Background: an optimization exercise with open tools, aiming at small area, a short achievable clock period and few clock cycles. Do not read the settings as production practice.
Function was checked by simulation only, so behaviour that the tests miss may differ from the original.
Power figures rest on the tool's default switching activity, not on a simulated workload.

File: flow/run.sh
#!/bin/bash
# Own layout flow: the standard ORFS flow (standard.sh), all steps and the
# standard synthesis, with two changes passed as make variables:
#  - the port buffers start as buf_1 instead of the delay cell buffer_ports
#    picks (repair resizes them where timing needs it);
#  - CTS uses clkbuf_8 only and inserts no dummy loads.
# The make output goes to flow_make.log; each ORFS step logs under orfs/logs/.
set -euo pipefail
bash standard.sh \
  "BUFFER_PORTS_ARGS=-buffer_cell sky130_fd_sc_hd__buf_1" \
  "CTS_ARGS=-sink_clustering_enable -repair_clock_nets -dont_use_dummy_load -buf_list sky130_fd_sc_hd__clkbuf_8" \
  finish > flow_make.log 2>&1
File: standard.sh
#!/bin/bash
# synth_recipe.tcl (not shown) runs the flow's synth.tcl, then flattens the netlist and writes it again
# the make line also repeats each setting of config.mk as NAME=value (left out here)
make -C /OpenROAD-flow-scripts/flow DESIGN_CONFIG=/design/flow/config.mk WORK_HOME=/design/flow/orfs CLKGATE_MAP_FILE= SYNTH_SCRIPT=/design/flow/synth_recipe.tcl "${@:-finish}"
File: config.mk
export PLATFORM = sky130hd
export DESIGN_NAME = mips_core
export DESIGN_NICKNAME = mips_core
export VERILOG_FILES = /design/flow/design.v
export SDC_FILE = /design/flow/constraint.sdc
export NUM_CORES = 4
export LEC_CHECK = 0
export ABC_CLOCK_PERIOD_IN_PS = 3000
export CAP_MARGIN = 20
export CORE_MARGIN = 2
export CORE_UTILIZATION = 40
export PLACE_DENSITY = 0.55
export SETUP_SLACK_MARGIN = 4
export SLEW_MARGIN = 20
File: constraint.sdc
create_clock -name core_clock -period 7.5 [get_ports {clock}]
set_input_delay 1.5000 -clock core_clock [delete_from_list [all_inputs] [get_ports {clock}]]
set_output_delay 1.5000 -clock core_clock [all_outputs]
set_load 0.01 [all_outputs]
File: design.v
`timescale 1ns/1ps
`default_nettype none
module reg_file (
    input  wire        clock,
    input  wire        reset,
    input  wire [4:0]  rd_addr_a,
    input  wire [4:0]  rd_addr_b,
    input  wire        wr_en,
    input  wire [4:0]  wr_addr,
    input  wire [31:0] wr_data,
    output logic [31:0] rd_data_a,
    output logic [31:0] rd_data_b
);
    logic [31:0] regs [1:31];
    logic [31:1] valid;
    always_ff @(posedge clock or posedge reset) begin
        if (reset) begin
            valid <= '0;
        end else if (wr_en && wr_addr != 5'd0) begin
            valid[wr_addr] <= 1'b1;
        end
    end
    always_ff @(posedge clock) begin
        if (wr_en && wr_addr != 5'd0) begin
            regs[wr_addr] <= wr_data;
        end
    end
    logic [31:0] va;
    logic [31:0] vb;
    assign va = {valid, 1'b0};
    assign vb = {valid, 1'b0};
    always_comb begin
        rd_data_a = (rd_addr_a == 5'd0) ? 32'd0 : (regs[rd_addr_a] & {32{va[rd_addr_a]}});
        rd_data_b = (rd_addr_b == 5'd0) ? 32'd0 : (regs[rd_addr_b] & {32{vb[rd_addr_b]}});
    end
endmodule
`default_nettype wire
`timescale 1ns/1ps
`default_nettype none
module mips_core #(
    parameter [31:0] RESET_PC = 32'h0000_0000
) (
    input  wire         clock,
    input  wire         reset,
    output logic [31:0] pc,
    input  wire  [31:0] inst,
    output logic        mem_read,
    output logic        mem_write,
    output logic [31:0] addr,
    output logic [31:0] din,
    input  wire  [31:0] dout
);
    logic [31:2] pc_q;
    logic [5:0]  opcode;
    logic [5:0]  funct;
    logic [4:0]  rs;
    logic [4:0]  rt;
    logic [4:0]  rd;
    logic [31:0] imm_ext;
    assign opcode  = inst[31:26];
    assign rs      = inst[25:21];
    assign rt      = inst[20:16];
    assign rd      = inst[15:11];
    assign funct   = inst[5:0];
    assign imm_ext = {{16{inst[15]}}, inst[15:0]};
    logic is_rtype, is_add, is_sub, is_and, is_or, is_slt;
    logic is_addi, is_lw, is_sw, is_beq;
    logic d_reg_write;
    logic [4:0] d_dest;
    logic d_use_imm;
    logic d_sub;
    assign is_rtype = (opcode == 6'h00);
    assign is_add   = is_rtype && (funct == 6'h20);
    assign is_sub   = is_rtype && (funct == 6'h22);
    assign is_and   = is_rtype && (funct == 6'h24);
    assign is_or    = is_rtype && (funct == 6'h25);
    assign is_slt   = is_rtype && (funct == 6'h2a);
    assign is_addi  = (opcode == 6'h08);
    assign is_lw    = (opcode == 6'h23);
    assign is_sw    = (opcode == 6'h2b);
    assign is_beq   = (opcode == 6'h04);
    assign d_dest      = is_rtype ? rd : rt;
    assign d_reg_write = (is_add || is_sub || is_and || is_or || is_slt || is_addi || is_lw)
                      && (d_dest != 5'd0);
    assign d_use_imm   = is_addi || is_lw || is_sw;
    assign d_sub       = is_sub || is_slt;
    logic        x_valid;       
    logic        x_reg_write;
    logic        x_lw;
    logic        x_sw;
    logic        x_beq;
    logic        x_pred;        
    logic [4:0]  x_dest;
    logic        x_sub;         
    logic        x_use_imm;     
    logic [1:0]  x_sel;         
    logic [31:0] x_a;
    logic [31:0] x_rt;          
    logic [15:0] x_imm;
    logic [31:2] x_alt_pc;      
    logic [31:0] alu;           
    logic        m_reg_write;
    logic        m_lw;
    logic        m_sw;
    logic [4:0]  m_dest;
    logic [31:0] m_res;
    logic [31:0] m_sd;
    logic [31:0] m_result;      
    assign m_result = m_lw ? dout : m_res;
    logic [31:0] rf_a;
    logic [31:0] rf_b;
    reg_file i_reg_file (
        .clock     (clock),
        .reset     (reset),
        .rd_addr_a (rs),
        .rd_addr_b (rt),
        .wr_en     (m_reg_write),
        .wr_addr   (m_dest),
        .wr_data   (m_result),
        .rd_data_a (rf_a),
        .rd_data_b (rf_b)
    );
    logic        x_wr_live;
    logic        fwd_x_a;
    logic        fwd_x_b;
    logic [31:0] rs_val;
    logic [31:0] rt_val;
    assign x_wr_live = x_valid && x_reg_write;
    assign fwd_x_a   = x_wr_live && x_dest == rs;
    assign fwd_x_b   = x_wr_live && x_dest == rt;
    assign rs_val = fwd_x_a ? alu
                  : (m_reg_write && m_dest == rs) ? m_result : rf_a;
    assign rt_val = fwd_x_b ? alu
                  : (m_reg_write && m_dest == rt) ? m_result : rf_b;
    logic stall;
    assign stall = x_valid && x_lw && x_reg_write && (x_dest == rs || x_dest == rt);
    logic        pred;
    logic [31:2] pc_plus_4;
    logic [31:2] target;
    logic        mispredict;
    assign pred      = is_beq && inst[15] && !stall;
    assign pc_plus_4 = pc_q + 30'd1;
    assign target    = pc_plus_4 + imm_ext[29:0];
    always_ff @(posedge clock or posedge reset) begin
        if (reset) begin
            pc_q <= RESET_PC[31:2];
        end else if (mispredict) begin
            pc_q <= x_alt_pc;
        end else if (!stall) begin
            pc_q <= pred ? target : pc_plus_4;
        end
    end
    assign pc = {pc_q, 2'b00};
    always_ff @(posedge clock or posedge reset) begin
        if (reset) begin
            x_valid <= 1'b0;
        end else begin
            x_valid <= !mispredict && !stall;
        end
    end
    always_ff @(posedge clock) begin
        x_reg_write <= d_reg_write;
        x_lw        <= is_lw;
        x_sw        <= is_sw;
        x_beq       <= is_beq;
        x_pred      <= pred;
        x_dest      <= d_dest;
        x_sub       <= d_sub;
        x_sel       <= is_and ? 2'd1 : is_or ? 2'd2 : is_slt ? 2'd3 : 2'd0;
        x_a         <= rs_val;
        x_use_imm   <= d_use_imm;
        x_rt        <= rt_val;
        x_imm       <= inst[15:0];
        x_alt_pc    <= pred ? pc_plus_4 : target;
    end
    logic [31:0] x_b;           
    logic [31:0] sum;
    logic        lt;
    assign x_b = x_use_imm ? {{16{x_imm[15]}}, x_imm} : (x_rt ^ {32{x_sub}});
    assign sum = x_a + x_b + {31'd0, x_sub};
    assign lt  = (x_a[31] == x_b[31]) ? x_a[31] : sum[31];
    always_comb begin
        case (x_sel)
            2'd1:    alu = x_a & x_b;
            2'd2:    alu = x_a | x_b;
            2'd3:    alu = {31'd0, lt};
            default: alu = sum;
        endcase
    end
    assign mispredict = x_valid && x_beq && ((x_a == x_rt) != x_pred);
    always_ff @(posedge clock or posedge reset) begin
        if (reset) begin
            m_reg_write <= 1'b0;
            m_lw        <= 1'b0;
            m_sw        <= 1'b0;
        end else begin
            m_reg_write <= x_valid && x_reg_write;
            m_lw        <= x_valid && x_lw;
            m_sw        <= x_valid && x_sw;
        end
    end
    always_ff @(posedge clock) begin
        m_dest <= x_dest;
        m_res  <= alu;
        m_sd   <= x_rt;
    end
    assign mem_read  = m_lw;
    assign mem_write = m_sw;
    assign addr      = m_res;
    assign din       = m_sd;
endmodule
`default_nettype wire
==> qor.txt, run 1 <==
Drt first pass iters - 7
Placed Cells incl. Taps - 5954
Port bufs - 161
CTS Sinks - 1250
Yosys reg bits - 1250
HP Class - reg2reg
Max-slew violation count - 0
WL final - 205000 um
Routed vias - 39200
Crit Path Class - reg2reg
Final Setup Violations - 0
Max cap viols - 0
Core ar. - 154000 um^2
YS warnings - 2
Leak - 24.0 nW
CTS H-tree lvls - 4
Worst Path Arrival - 4.26 ns
Final HPWL DP - 114000 um
Max clock buf depth - 3
Status - finished clean
Die width - 397 um
Remaining Overflow, GRT - 0
Most frequent cells in the layout - edfxtp_1, mux4_2, nor2_1, clkbuf_8, dfxtp_1
Number of I/O pins - 164
Clk Latency, worst-skew pair - 0.94 ns
Crit end category - flop
Highest clock rate - 0.282 GHz
Final Util - 45.9%
Final hold vios - 0
Vias in the first global route - 38400
P&R area growth vs syn - 14.1%
Slew headroom - 18.0%
Number of synthesized flops with an enable pin - 992
Critical Path Start Type - flop
Slowest cell on crit path - or4_4
Top post-synthesis cells by area - edfxtp_1, mux4_2, dfxtp_1
CTS tree - done
Share of layout cells above drive strength 1 - 31.0%
Routed vias/inst - 6.23
Initial Utilization - 40.2%
Detail Route Antenna Nets - 0
Tcrit/Tclk final - 47.4%
Post-route setup TNS - 0 ns
Crit path required time - 8.21 ns
First-pass GRT wire length - 286000 um
Die ar. - 158000 um^2
WL/cell - 32.7 um
Worst slew pin tran - 1.20 ns
Num rows - 144
Post-synthesis cell area - 61900 um^2
Die Ht - 397 um
CTS clk-pin slew, worst paths - 0.06 ns
Power Density - 230 nW/um^2
Num CTS Buffers - 200
CP Max Fanout - 5
Post-synth top area cell - edfxtp_1
Initial DRC count - 4152
CP max stage delay - 0.53 ns
DRC - 0
Top-area cell type share of the netlist area - 48.1%
Largest net degree at the start of global routing - 102
Clk_skew - 0.0762 ns
Post-Synthesis Cells - 3921
Crit-path cells - buf_4 -> buf_12 -> xnor2_1 -> o21ai_4 -> inv_1 -> ha_1 -> a21oi_1 -> nor2_1 -> o41ai_4 -> buf_4 -> a21oi_4 -> or4_4 -> and4_4 -> o21ai_4 -> buf_12 -> a31oi_1
Power, Total - 0.0163 W
Primary FF master, synth - edfxtp_1
GP Congestion - 0.906
GRT Total Usage - 25.6%
Initial antenna violation count - 2
Non-filler cells, final - 6289
Worst VDD drop - 141 uV
Commonest non-fill, non-tap cell in the layout - edfxtp_1
Syn avg cell area - 15.8 um^2
Sequential fraction of the synthesis area - 57.0%
Asr flop ratio synth - 5.20%
Final net count - 4418
RSZ-0062 raised after global routing - yes
CTS root buffer - clkbuf_8
Post-layout min period - 3.55 ns
Cell variety after synth - 92
## power breakdown
part           total [W]  internal, W  switching, W
Combinational    0.00329      0.00135       0.00194
Clock            0.00481      0.00233       0.00248
Sequential       0.00817      0.00796      0.000208
Total             0.0163       0.0116       0.00463
## layer usage
layer / wire length [um] / part of all wire (%) / vias up / track usage [%]
met5: 0 / 0 / - / 0
met3: 17600 / 8.6 / 405 / 4.82
met4: 8590 / 4.2 / 0 / 9.66
met2: 95900 / 47 / 1816 / 40.5
met1: 83300 / 41 / 20800 / 35.3
li1: - / - / 16200 / -
## metrics by stage
step / hold WS, ns / instance area [um^2] / worst slack, ns
finish: 0.375 / 70600 / 3.95
global route: 0.380 / 70600 / 3.78
CTS: 0.380 / 69200 / 3.94
detailed placement: 0.382 / 64900 / 2.27
global placement: 0.389 / 64900 / 2.30
floorplan: 0.366 / 62400 / 3.77
## worst max-delay path: cells and delay by family (launching register included)
| family | cells | cell delay [ns] |
|---|---|---|
| compound gates | 6 | 1.01 |
| xor+xnor | 1 | 0.15 |
| fa+ha+maj | 1 | 0.32 |
| buf+inv | 5 | 0.67 |
| flops | 1 | 0.38 |
| simple gates | 3 | 0.83 |
## state kept, by name (all words and copies together), names as in the netlist, 2 cells and up
register,cells
x_dest,5
x_rt,32
m_res,32
i_reg_file.valid,31
m_sd,32
i_reg_file.regs,992
x_sel,2
m_dest,5
x_a,32
pc_q,30
x_imm,16
x_alt_pc,30
## area by class of cell
| class | instances | area, um^2 |
|---|---|---|
| repair buffers | 377 | 3040 |
| well taps | 2044 | 2560 |
| multi-input cells | 2252 | 26300 |
| fillers | 13400 | 83300 |
| diodes | 4 | 10.0 |
| inverters | 162 | 616 |
| clock buffers | 200 | 2750 |
| flip-flops and latches | 1250 | 35300 |
## Yosys cell counts (6+ instances only)
cell / number
buf_6: 22
a22oi_1: 11
and4_1: 7
nand2_1: 160
buf_4: 25
o221ai_1: 33
a21oi_1: 183
o31ai_1: 8
clkbuf_1: 112
nor4_1: 17
o21ai_1: 18
o211ai_1: 10
buf_1: 29
a211oi_1: 26
ha_1: 106
a31oi_1: 19
nor3_1: 33
mux2i_1: 173
edfxtp_1: 992
and2_1: 9
o21ai_0: 78
mux4_2: 595
mux2_2: 12
o21a_1: 36
nand3_1: 44
dfrtp_1: 65
nand4_1: 16
xor2_1: 93
nor3b_1: 6
nor2_1: 262
o22ai_1: 43
and3_1: 10
nor2b_1: 10
xnor2_1: 61
o21bai_1: 38
buf_2: 69
a211o_1: 6
a21o_1: 23
nand2b_1: 11
dfxtp_1: 193
a22o_1: 6
inv_1: 159
## logic make-up after synthesis
| family | synth area share [%] |
|---|---|
| AOI/OAI and AO/OA | 6.18 |
| DFF | 57.0 |
| muxes | 24.7 |
| adders and majority gates | 2.24 |
| buffers and inverters | 3.11 |
| other | 0.00606 |
| xor gates and xnor gates | 2.18 |
| and+or+nand+nor | 4.57 |
## path summary, 6_finish.rpt
kind	from	endpoint	slack, ns	depth (start not counted)
worst max-delay path	x_sub	x_rt[31]	3.95	16
worst min-delay path	x_dest[4]	m_dest[4]	0.38	0
worst max register to register	x_sub	x_rt[31]	3.95	16
worst min register to register	x_dest[4]	m_dest[4]	0.38	0
max in group asynchronous	reset	i_reg_file.valid[17]	5.83	3
min in group asynchronous	reset	pc_q[22]	0.61	2
## repair_timing
| item | 4_1_cts | 5_1_grt |
|---|---|---|
| hold endpoints to repair | 0 | 0 |
| pin swaps | 43 | 88 |
| setup buffers | 54 | 64 |
| gates resized for setup | 170 | 171 |
| hold buffers | 0 | 0 |
| setup endpoints to repair | 154 | 122 |
| gates cloned | 10 | 3 |
Testbench counts, summed over its fixed seeds: cycles 176,560.
==> run 2, diff against run 1 <==
--- a/design.v
+++ b/design.v
@@ -16,8 +16,10 @@
     always_ff @(posedge clock or posedge reset) begin
         if (reset) begin
             valid <= '0;
-        end else if (wr_en && wr_addr != 5'd0) begin
-            valid[wr_addr] <= 1'b1;
+        end else begin
+            for (int i = 1; i < 32; i++) begin
+                if (wr_en && wr_addr == 5'(i)) valid[i] <= 1'b1;
+            end
         end
     end
     always_ff @(posedge clock) begin
--- a/config.mk
+++ b/config.mk
@@ -8,7 +8,7 @@
 export ABC_CLOCK_PERIOD_IN_PS = 3000
 export CAP_MARGIN = 20
 export CORE_MARGIN = 2
-export CORE_UTILIZATION = 40
-export PLACE_DENSITY = 0.55
+export CORE_UTILIZATION = 35
+export PLACE_DENSITY = 0.5
 export SETUP_SLACK_MARGIN = 4
 export SLEW_MARGIN = 20
==> run 2 against run 1 <==
Compared with the run above: final area about the same; sequential power about the same; synthesized cell count increased by 0.97%; critical path type unchanged; critical endpoint is now pc_q[28]; largest power group unchanged.
==> qor.txt, run 2 <==
Most instantiated cells after synthesis - edfxtp_1, mux4_2, nor2_1
Status - finished clean
Die Ht - 424 um
Final hold vios - 0
FF-to-FF setup slack - 3.80 ns
GP Congestion - 0.900
Critical Path Start Type - flop
P&R area growth vs syn - 14.5%
Met3 wire length - 14000 um
WL final - 209000 um
Post-layout min period - 3.70 ns
Most frequent cells in the layout - edfxtp_1, mux4_2, nor2_1, clkbuf_8, mux2i_1
CTS clk-pin slew, worst paths - 0.06 ns
CTS root buffer - clkbuf_8
FF-to-FF Start - pc_q[7]
Crit Path Class - reg2reg
Worst slew pin tran - 1.10 ns
Routed vias - 39000
Max-slew violation count - 0
Critical path depth - 14
Drt first pass iters - 6
Setup WS post-layout - 3.80 ns
Number of I/O pins - 164
Die width - 424 um
FF-to-FF path depth - 14
CTS Sinks - 1250
Largest net degree at the start of global routing - 120
Die ar. - 180000 um^2
Crit end category - flop
Num CTS Buffers - 207
Commonest non-fill, non-tap cell in the layout - edfxtp_1
Max cap viols - 0
Reg with most FFs - i_reg_file.regs
Core ar. - 176000 um^2
Routed vias/inst - 5.89
Metal-1 WL - 88700 um
DRC - 0
Cell variety after synth - 86
Final net count - 4445
Final Setup Violations - 0
Primary FF master, synth - edfxtp_1
Post-Synthesis Cells - 3959
Number of synthesized flops with an enable pin - 992
Count leader, synth - edfxtp_1
CP max stage delay - 0.57 ns
YS warnings - 2
Tcrit/Tclk final - 49.3%
Initial Utilization - 35.1%
Post-synthesis cell area - 61700 um^2
Final HPWL DP - 120000 um
Crit path buf inv count - 1
Number of flip-flops in the largest register - 992
Vias in the first global route - 38900
GRT Total Usage - 22.9%
Filler instances - 16000
Detail Route Antenna Nets - 0
Initial DRC count - 3858
Top post-synthesis cells by area - edfxtp_1, mux4_2, dfxtp_1
Post-synth top area cell - edfxtp_1
Min-Delay Endpoint - pc_q[7]
Max layer used - met4
Crit-path cells - nand4_1 -> buf_4 -> or4_4 -> nor2_4 -> xor2_4 -> ha_4 -> a21o_1 -> a211o_1 -> or3b_4 -> o21ai_4 -> o21ai_2 -> a221o_1 -> a2111o_1 -> nand3_1
Remaining Overflow, GRT - 0
Met2 Wirelength - 100000 um
Area occupied by multi-input gates - 26000 um^2
Max clock buf depth - 3
Crit path required time - 8.39 ns
Post-route cell area - 70600 um^2
CP delay by family, top - compound AO/OA/AOI/OAI gates
Worst VDD drop - 174 uV
Min-delay src - x_alt_pc[7]
RSZ-0062 raised after global routing - yes
Syn avg cell area - 15.6 um^2
Register Area - 35300 um^2
Worst slack, placed - 2.06 ns
Initial antenna violation count - 1
Sequential fraction of the synthesis area - 57.2%
Clk_skew - 0.102 ns
Highest clock rate - 0.270 GHz
Top-area cell type share of the netlist area - 48.3%
HP Class - reg2reg
CTS tree - done
Placed instance area - 65200 um^2
WL/cell - 31.5 um
Num rows - 154
Worst Path Arrival - 4.59 ns
Hold Crit Depth - 2
CP Max Fanout - 4
Port bufs - 161
Clk Latency, worst-skew pair - 0.97 ns
Slowest cell on crit path - or4_4
Leak - 24.3 nW
CTS H-tree lvls - 4
First-pass GRT wire length - 293000 um
Slew headroom - 24.8%
Post-route setup TNS - 0 ns
Reg2reg end - pc_q[28]
Yosys reg bits - 1250
Power Density - 233 nW/um^2
Share of layout cells above drive strength 1 - 30.5%
Asr flop ratio synth - 5.20%
==> run 2: how the worst max path moves through the flow <==
stage	slack [ns]	endpoint	from
6_report	3.80	pc_q[28]	pc_q[7]
5_1_grt	3.69	pc_q[28]	pc_q[5]
4_1_cts	3.82	pc_q[28]	pc_q[5]
3_5_place_dp	2.06	pc_q[25]	inst[18]
3_3_place_gp	1.90	pc_q[25]	inst[18]
2_1_floorplan	3.79	pc_q[28]	inst[0]
==> run 2: kinds of logic after synthesis <==
kind of cell	count (synthesis)	share of synthesized area [%]
AOI/OAI and AO/OA	607	6.35
xor gates and xnor gates	151	2.14
adders and majority gates	97	2.00
buffers and inverters	419	2.94
DFF	1250	57.2
muxes	789	24.5
other	1	0.00608
and+or+nand+nor	645	4.87
==> run 2: metal layers <==
metal | up-vias | global-route usage (%)
met3 | 327 | 4.14
met2 | 1586 | 37.5
met1 | 20700 | 31.0
li1 | 16300 | -
met4 | 0 | 6.64
met5 | - | 0
==> run 2: per-stage QoR <==
stage	instances	util (%)	total power, W	hold WS (ns)
final	6622	40.2	0.0165	0.384
after global routing	6621	40.2	0.0171	0.391
after CTS	6575	39.6	0.0163	0.370
after detailed placement	6282	37.1	0.0111	0.390
after global placement	6282	37.1	0.0111	0.392
after floorplan	3960	-	0.0102	0.373
==> run 2: worst reg2reg max path, delay by kind of cell, from the launching register on <==
kind	cells	cell delay, ns
DFF	1	0.40
buffers and inverters	1	0.15
AOI/OAI and AO/OA	6	1.54
xor gates and xnor gates	1	0.10
and+or+nand+nor	5	1.27
adders and majority gates	1	0.16
==> run 2: area by class of cell <==
class | instances | share of cell area (%)
inverters | 151 | 0.854
diodes | 2 | 0.00709
multi-input cells | 2292 | 36.8
repair buffers | 380 | 4.13
flip-flops and latches | 1250 | 50.0
clock buffers | 207 | 4.03
well taps | 2340 | 4.15
==> run 2: timing repair <==
item / CTS / global route
setup buffers: 79 / 41
resized for setup: 158 / 166
pin swaps: 43 / 70
cloned: 7 / 4
setup endpoints to repair: 135 / 107
hold buffers: 0 / 0
endpoints found under the hold margin: 0 / 0
==> run 2: where the power goes <==
group,switching [W],internal (W),leakage [nW]
Clock,0.00254,0.00241,1.49
Combinational,0.00195,0.00139,11.3
Sequential,0.000225,0.00796,11.5
Testbench counts of run 2, summed over its fixed seeds: cycles 176,560.

[static timing again, ports no longer ideal]
The flow's constraints put no driver on any port. The routed layouts listed below were extracted and timed again, unchanged, in two steps.
Step 1: set_driving_cell puts a clkbuf_16 on clock and a buf_2 on each other input, an assumption about the parent block.
Step 2 times the ports against the registers' clock, not the clock port: input delays grow and output delays shrink by t, the midpoint of the rising clock arrivals with the driver on.
a / b / c = no drivers / after step 1 / after step 2; a / b = the first two.
| run | t (ns) | setup slack, ns | clock arrival spread, ns |
|---|---|---|---|
| run 1 | 0.974 | 3.949 / 3.949 / 3.012 | 0.097 / 0.097 |
| run 2 | 0.995 | 3.801 / 3.801 / 3.003 | 0.107 / 0.107 |
After both steps every run listed still meets setup and hold. The setup slack of run 1, which loses most, moves by 0.000 ns with the drivers and by -0.937 ns with both steps.
